What follows belongs to an exercise in optimizing a design on an open flow for small area and a short achievable clock period; a production flow would make more cautious choices. Function was checked by simulation only, so behaviour that the tests miss may differ from the original. Power and IR drop assume default switching activity.

==> inputs of 02-09 <==
Design array_multiplier, start of the top module:
module array_multiplier (
	input  logic                     clk,
	input  logic                     reset,
	input  logic                     in_valid,
	input  mult_sizes_pkg::operand_t x,
	input  mult_sizes_pkg::operand_t y,
	output logic                     product_valid,
	output mult_sizes_pkg::product_t product
);
clock: 6.0 ns
lec_check: 0
cap_margin: 20
core_margin: 2
core_utilization: 40
setup_slack_margin: 2.9
slew_margin: 20
synth_hierarchical: 1
standard.sh (not shown) runs the stock make flow with config.mk's settings and CLKGATE_MAP_FILE= SYNTH_SCRIPT=/design/flow/synth_recipe.tcl, a recipe that flattens the netlist after the stock synthesis.
==> flow/flow/run.sh <==
#!/bin/bash
# Layout flow: the standard ORFS flow (standard.sh, unchanged synthesis),
# with smaller port buffers and a clock tree built from clkbuf_8 without
# dummy loads. Each tool's output goes to a log file in this folder.
set -euo pipefail
export BUFFER_PORTS_ARGS="-buffer_cell sky130_fd_sc_hd__buf_1"
export CTS_ARGS="-sink_clustering_enable -repair_clock_nets -buf_list sky130_fd_sc_hd__clkbuf_8 -dont_use_dummy_load"
bash standard.sh finish > flow_make.log 2>&1
==> 01-05: changes against 02-09 <==
Settings changed: SETUP_SLACK_MARGIN 2.9 to 2.85.
==> 01-23: changes against 02-09 <==
Settings changed: SETUP_SLACK_MARGIN 2.9 to 2.95.
==> metrics.md <==
| Metric | Value |
|---|---|
| Outcome | `no timing/DRC/antenna violations` |
| First-pass GRT wire length | `33700 um` |
| Final setup margin | `2.87 ns` |
| Synth-to-layout area growth | `13.6%` |
| Commonest non-fill, non-tap cells in the layout | `227 x nand2_1, 130 x dfxtp_1, 115 x fa_1` |
| Final core occ | `46.6%` |
| Area after DPL | `9760 sq um` |
| Non-clock buffers, area share | `5.18%` |
| Gate power share | `59.0%` |
| Tot Pwr | `4.92 mW` |
| M1 GR Usage | `25.6%` |
| Final instance area | `10300 sq um` |
| CP Buf/Inv Count | `1` |
| Vias in the first global route | `6348` |
| Pre-CTS setup slack | `1.76 ns` |
(the above is from 02-09)
==> metrics.md <==
| Metric | Value |
|---|---|
| Area after DPL | `9770 sq um` |
| Synth-to-layout area growth | `15.7%` |
| Outcome | `no timing/DRC/antenna violations` |
| First-pass GRT wire length | `33500 um` |
| M1 GR Usage | `26.0%` |
| Final instance area | `10500 sq um` |
| Gate power share | `59.1%` |
| Final setup margin | `2.93 ns` |
| Vias in the first global route | `6147` |
| Commonest non-fill, non-tap cells in the layout | `222 x nand2_1, 130 x dfxtp_1, 104 x fa_1` |
| Final core occ | `47.5%` |
| CP Buf/Inv Count | `1` |
(the above is from 01-23)
==> metrics.md <==
| Metric | Value |
|---|---|
| Outcome | `no timing/DRC/antenna violations` |
| M1 GR Usage | `24.7%` |
| Final instance area | `10100 sq um` |
| Pre-CTS setup slack | `1.83 ns` |
| Final setup margin | `2.86 ns` |
| Synth-to-layout area growth | `11.7%` |
| First-pass GRT wire length | `33300 um` |
| Tot Pwr | `4.88 mW` |
| Area after DPL | `9690 sq um` |
| CP Buf/Inv Count | `2` |
(the above is from 01-05)

==> v3: inputs <==
array_multiplier, a different RTL version from the one above (not shown whole).
export LEC_CHECK = 0
export CAP_MARGIN = 20
export CORE_MARGIN = 2
export CORE_UTILIZATION = 55
export PLACE_DENSITY = 0.7
export SETUP_SLACK_MARGIN = 3.7
export SLEW_MARGIN = 20
export SYNTH_HIERARCHICAL = 1
create_clock -name core_clock -period 6.0 [get_ports {clk}]
==> flow/flow/run.sh <==
#!/bin/bash
# Layout flow: the standard ORFS flow (standard.sh, unchanged synthesis),
# with smaller port buffers and a clock tree built from clkbuf_8 without
# dummy loads. Each tool's output goes to a log file in this folder.
set -euo pipefail
export BUFFER_PORTS_ARGS="-buffer_cell sky130_fd_sc_hd__buf_1"
export CTS_ARGS="-sink_clustering_enable -repair_clock_nets -sink_clustering_size 12 -sink_clustering_max_diameter 60 -buf_list sky130_fd_sc_hd__clkbuf_8 -dont_use_dummy_load"
bash standard.sh finish > flow_make.log 2>&1
==> inputs of v10, as changes to v3 <==
--- a/flow/config.mk
+++ b/flow/config.mk
@@ -9,5 +9,5 @@
 export CORE_MARGIN = 2
-export CORE_UTILIZATION = 55
-export PLACE_DENSITY = 0.7
-export SETUP_SLACK_MARGIN = 3.7
+export CORE_UTILIZATION = 60
+export PLACE_DENSITY = 0.75
+export SETUP_SLACK_MARGIN = 3.72
 export SLEW_MARGIN = 20
==> inputs of v15, as changes to v3 <==
--- a/flow/config.mk
+++ b/flow/config.mk
@@ -9,5 +9,5 @@
 export CORE_MARGIN = 2
-export CORE_UTILIZATION = 55
-export PLACE_DENSITY = 0.7
-export SETUP_SLACK_MARGIN = 3.7
+export CORE_UTILIZATION = 50
+export PLACE_DENSITY = 0.65
+export SETUP_SLACK_MARGIN = 3.72
 export SLEW_MARGIN = 20
==> comparison <==
- v15 finished with timing, DRC and antenna clean. v10 completed with no timing, DRC or antenna violations. v3 ran to the end with no violations.
- In sequential power, v15 and v3 hardly differ.
- Register-to-register slack is about the same in v15 and v3.
- Sequential cell count is the same in v3 and v10.
- Final cell count: v10 < v3 < v15.
- Setup slack: v15 > v3 > v10.
- In v15 the sequential share of layout area is higher than in v10, by 0.23 points.
- In v10 the clock skew is lower than in v3, by 11 ps.
- Global-route usage, lowest first: v15, v3, v10.
- Clock power is about the same in v10 and v15.
- Synthesized area is the same in v3 and v15.
==> figures <==
Total cell area at the placement stage: v15 11,200 sq um; v3 11,200 sq um; v10 11,100 sq um
Status: v15 no timing/DRC/antenna violations; v3 no timing/DRC/antenna violations; v10 no timing/DRC/antenna violations
Floorplan core area: v15 21,100 sq um; v3 19,300 sq um; v10 17,800 sq um
Met3 usage in global routing: v15 4.76%; v3 4.64%; v10 6.06%
Initial Utilization: v15 51.2%; v3 55.8%; v10 60.7%
Number of resized instances in the post-cts repair step: v15 46; v3 52; v10 52
Worst setup slack before clock tree synthesis: v15 3370 ps; v3 3280 ps; v10 3350 ps
Uppermost routed layer: v15 met5; v3 met4; v10 met4
DRC violation total after the first TritonRoute iteration: v15 386; v3 484; v10 493
Final #Nets: v15 1,178; v3 1,181; v10 1,190
Buffer count excluding the clock tree in the final layout: v15 68; v3 71; v10 80
Final Instance Count excl. Fillers: v15 1,191; v3 1,184; v10 1,157
Amount of wire on met3 after detailed routing: v15 1930 um; v3 1960 um; v10 2290 um
Tightest Pin Transition: v15 685 ps; v3 509 ps; v10 651 ps
Core Rows: v15 53; v3 51; v10 49
Hold slack final: v15 306 ps; v3 330 ps; v10 302 ps
Number of global-route vias before repair: v15 6,564; v3 6,741; v10 6,877
Switching part of the total power: v15 34.2%; v3 34.2%; v10 34.4%
Count of placed standard cells including taps: v15 1,168; v3 1,158; v10 1,122
Total via count after detailed routing: v15 6,143; v3 6,259; v10 6,354
Total power density per cell area: v15 446 nW/um^2; v3 445 nW/um^2; v10 449 nW/um^2

==> inputs of run A <==
Another version of the RTL of array_multiplier (not shown whole).
clock: 6.0 ns
lec_check: 0
cap_margin: 20
core_margin: 2
core_utilization: 40
setup_slack_margin: 3.0
slew_margin: 20
synth_hierarchical: 1
run.sh (not shown) runs the stock make flow with config.mk's settings and CLKGATE_MAP_FILE= SYNTH_SCRIPT=/design/flow/synth_recipe.tcl, a recipe that flattens the netlist after the stock synthesis.
Stock flow here: none of the scripts above is used.
==> run D: changes against run A <==
==> flow/flow/run.sh (new file) <==
#!/bin/bash
# Layout flow: the standard ORFS flow (standard.sh, unchanged synthesis),
# with smaller port buffers and a clock tree built from clkbuf_8 without
# dummy loads. Each tool's output goes to a log file in this folder.
set -euo pipefail
export BUFFER_PORTS_ARGS="-buffer_cell sky130_fd_sc_hd__buf_1"
export CTS_ARGS="-sink_clustering_enable -repair_clock_nets -buf_list sky130_fd_sc_hd__clkbuf_8 -dont_use_dummy_load"
bash standard.sh finish > flow_make.log 2>&1
==> flow/standard.sh (new file) <==
#!/bin/bash
# synth_recipe.tcl (not shown) runs the flow's synth.tcl, then flattens the netlist and writes it again
# the make line also repeats each setting of config.mk as NAME=value (left out here)
make -C /OpenROAD-flow-scripts/flow DESIGN_CONFIG=/design/flow/config.mk WORK_HOME=/design/flow/orfs CLKGATE_MAP_FILE= SYNTH_SCRIPT=/design/flow/synth_recipe.tcl "${@:-finish}"
--- a/flow/config.mk
+++ b/flow/config.mk
@@ -9,5 +9,5 @@
 export CORE_MARGIN = 2
 export CORE_UTILIZATION = 40
-export SETUP_SLACK_MARGIN = 3.0
+export SETUP_SLACK_MARGIN = 2.6
 export SLEW_MARGIN = 20
 export SYNTH_HIERARCHICAL = 1
removed: flow/run.sh
==> run R: changes against run A <==
==> flow/flow/run.sh (new file) <==
#!/bin/bash
# Layout flow: the standard ORFS flow (standard.sh, unchanged synthesis),
# with smaller port buffers and a clock tree built from clkbuf_8 without
# dummy loads. Each tool's output goes to a log file in this folder.
set -euo pipefail
export BUFFER_PORTS_ARGS="-buffer_cell sky130_fd_sc_hd__buf_1"
export CTS_ARGS="-sink_clustering_enable -repair_clock_nets -buf_list sky130_fd_sc_hd__clkbuf_8 -dont_use_dummy_load"
bash standard.sh finish > flow_make.log 2>&1
==> flow/standard.sh (new file) <==
#!/bin/bash
# synth_recipe.tcl (not shown) runs the flow's synth.tcl, then flattens the netlist and writes it again
# the make line also repeats each setting of config.mk as NAME=value (left out here)
make -C /OpenROAD-flow-scripts/flow DESIGN_CONFIG=/design/flow/config.mk WORK_HOME=/design/flow/orfs CLKGATE_MAP_FILE= SYNTH_SCRIPT=/design/flow/synth_recipe.tcl "${@:-finish}"
--- a/flow/config.mk
+++ b/flow/config.mk
@@ -9,5 +9,5 @@
 export CORE_MARGIN = 2
 export CORE_UTILIZATION = 40
-export SETUP_SLACK_MARGIN = 3.0
+export SETUP_SLACK_MARGIN = 2.4
 export SLEW_MARGIN = 20
 export SYNTH_HIERARCHICAL = 1
removed: flow/run.sh
==> summary of the runs <==
In run R the hold slack is better than in run D, by 0.019 ns.
First-iteration DRC count, lowest first: run A, run R, run D.
Global-route usage, lowest first: run D, run R, run A.
Fmax: run A > run D > run R.
Wire length: run D < run A < run R.
The lowest power belongs to run R, the highest to run A.
Utilization: run R < run D < run A.
Clock power is about the same in run D and run R.
==> figures <==
quantity	run R	run D	run A
Area share of buffers outside the clock network	0.03087	0.04118	0.06192
Register clock-pin slew on the reported worst setup and hold paths	0.09 ns	0.10 ns	0.07 ns
Startpoint of the worst hold path	r1064	r1070	r1070
Power dissipated in combinational cells	3.35 mW	3.39 mW	3.93 mW
Met2 Wirelength	10350 um	10650 um	10870 um
Net switching power figure	2.306 mW	2.329 mW	2.622 mW
Post-placement worst setup slack	1.866 ns	1.915 ns	1.611 ns
Data required time at the worst endpoint	6.32 ns	6.31 ns	6.37 ns
Total length of routed met3 wires	1690 um	1374 um	1522 um
Maximum number of pins on one net before global-route repair	19	19	20
Cell-internal power	3.376 mW	3.386 mW	4.182 mW
Outcome	no timing/DRC/antenna violations	no timing/DRC/antenna violations	no timing/DRC/antenna violations
Via count of the first global-routing pass	6686	6631	6673
Library cell appearing most often on the critical path	fa_1	fa_1	fa_2
Routed wire length	22240 um	22130 um	22150 um
Number of antenna violations at the first check in global routing	0	1	0
Combinational power share	0.590	0.593	0.577
Final worst-path setup slack	2.440 ns	2.653 ns	3.020 ns

separate check: timing with driven ports:
How much do the figures lean on ideal ports? The routed layouts below were timed once more, with nothing changed but the port constraints. Step 1 (the two cells are an assumption about what drives the block):
set clk [get_ports {clk}]
set_driving_cell -lib_cell sky130_fd_sc_hd__clkbuf_16 $clk
set_driving_cell -lib_cell sky130_fd_sc_hd__buf_2 [delete_from_list [all_inputs] $clk]
Step 2 moves the port delays by t, midway between the first and last clock arrival at a register: inputs arrive t later, outputs are due t later. That takes back most of the time a late clock gives input paths. a / b / c = ideal ports / drivers / drivers and shift; a / b = the first two.
| run | shift t [ns] | setup WS [ns] | clock arrival spread, ns | slew at the worst register clock pin (ns) |
|---|---|---|---|---|
| 02-09 | 0.471 | 2.875 / 2.891 / 2.420 | 0.035 / 0.034 | 0.08 / 0.08 |
| 01-05 | 0.467 | 2.864 / 2.877 / 2.410 | 0.032 / 0.031 | 0.08 / 0.08 |
| 01-23 | 0.475 | 2.929 / 2.903 / 2.428 | 0.033 / 0.033 | 0.08 / 0.08 |
| v3 | 0.554 | 3.725 / 3.725 / 3.725 | 0.043 / 0.043 | 0.08 / 0.08 |
| v10 | 0.561 | 3.696 / 3.696 / 3.696 | 0.033 / 0.034 | 0.08 / 0.08 |
| v15 | 0.568 | 3.731 / 3.731 / 3.731 | 0.025 / 0.024 | 0.09 / 0.09 |
| run A | 0.471 | 3.020 / 3.009 / 2.554 | 0.016 / 0.016 | 0.08 / 0.08 |
| run D | 0.489 | 2.653 / 2.673 / 2.184 | 0.045 / 0.045 | 0.11 / 0.11 |
| run R | 0.482 | 2.440 / 2.449 / 1.967 | 0.041 / 0.041 | 0.11 / 0.11 |
After both steps setup and hold are still met in every run listed. For 01-23, which loses most, drivers alone change the setup slack by -0.026 ns; drivers and shift together by -0.501 ns.
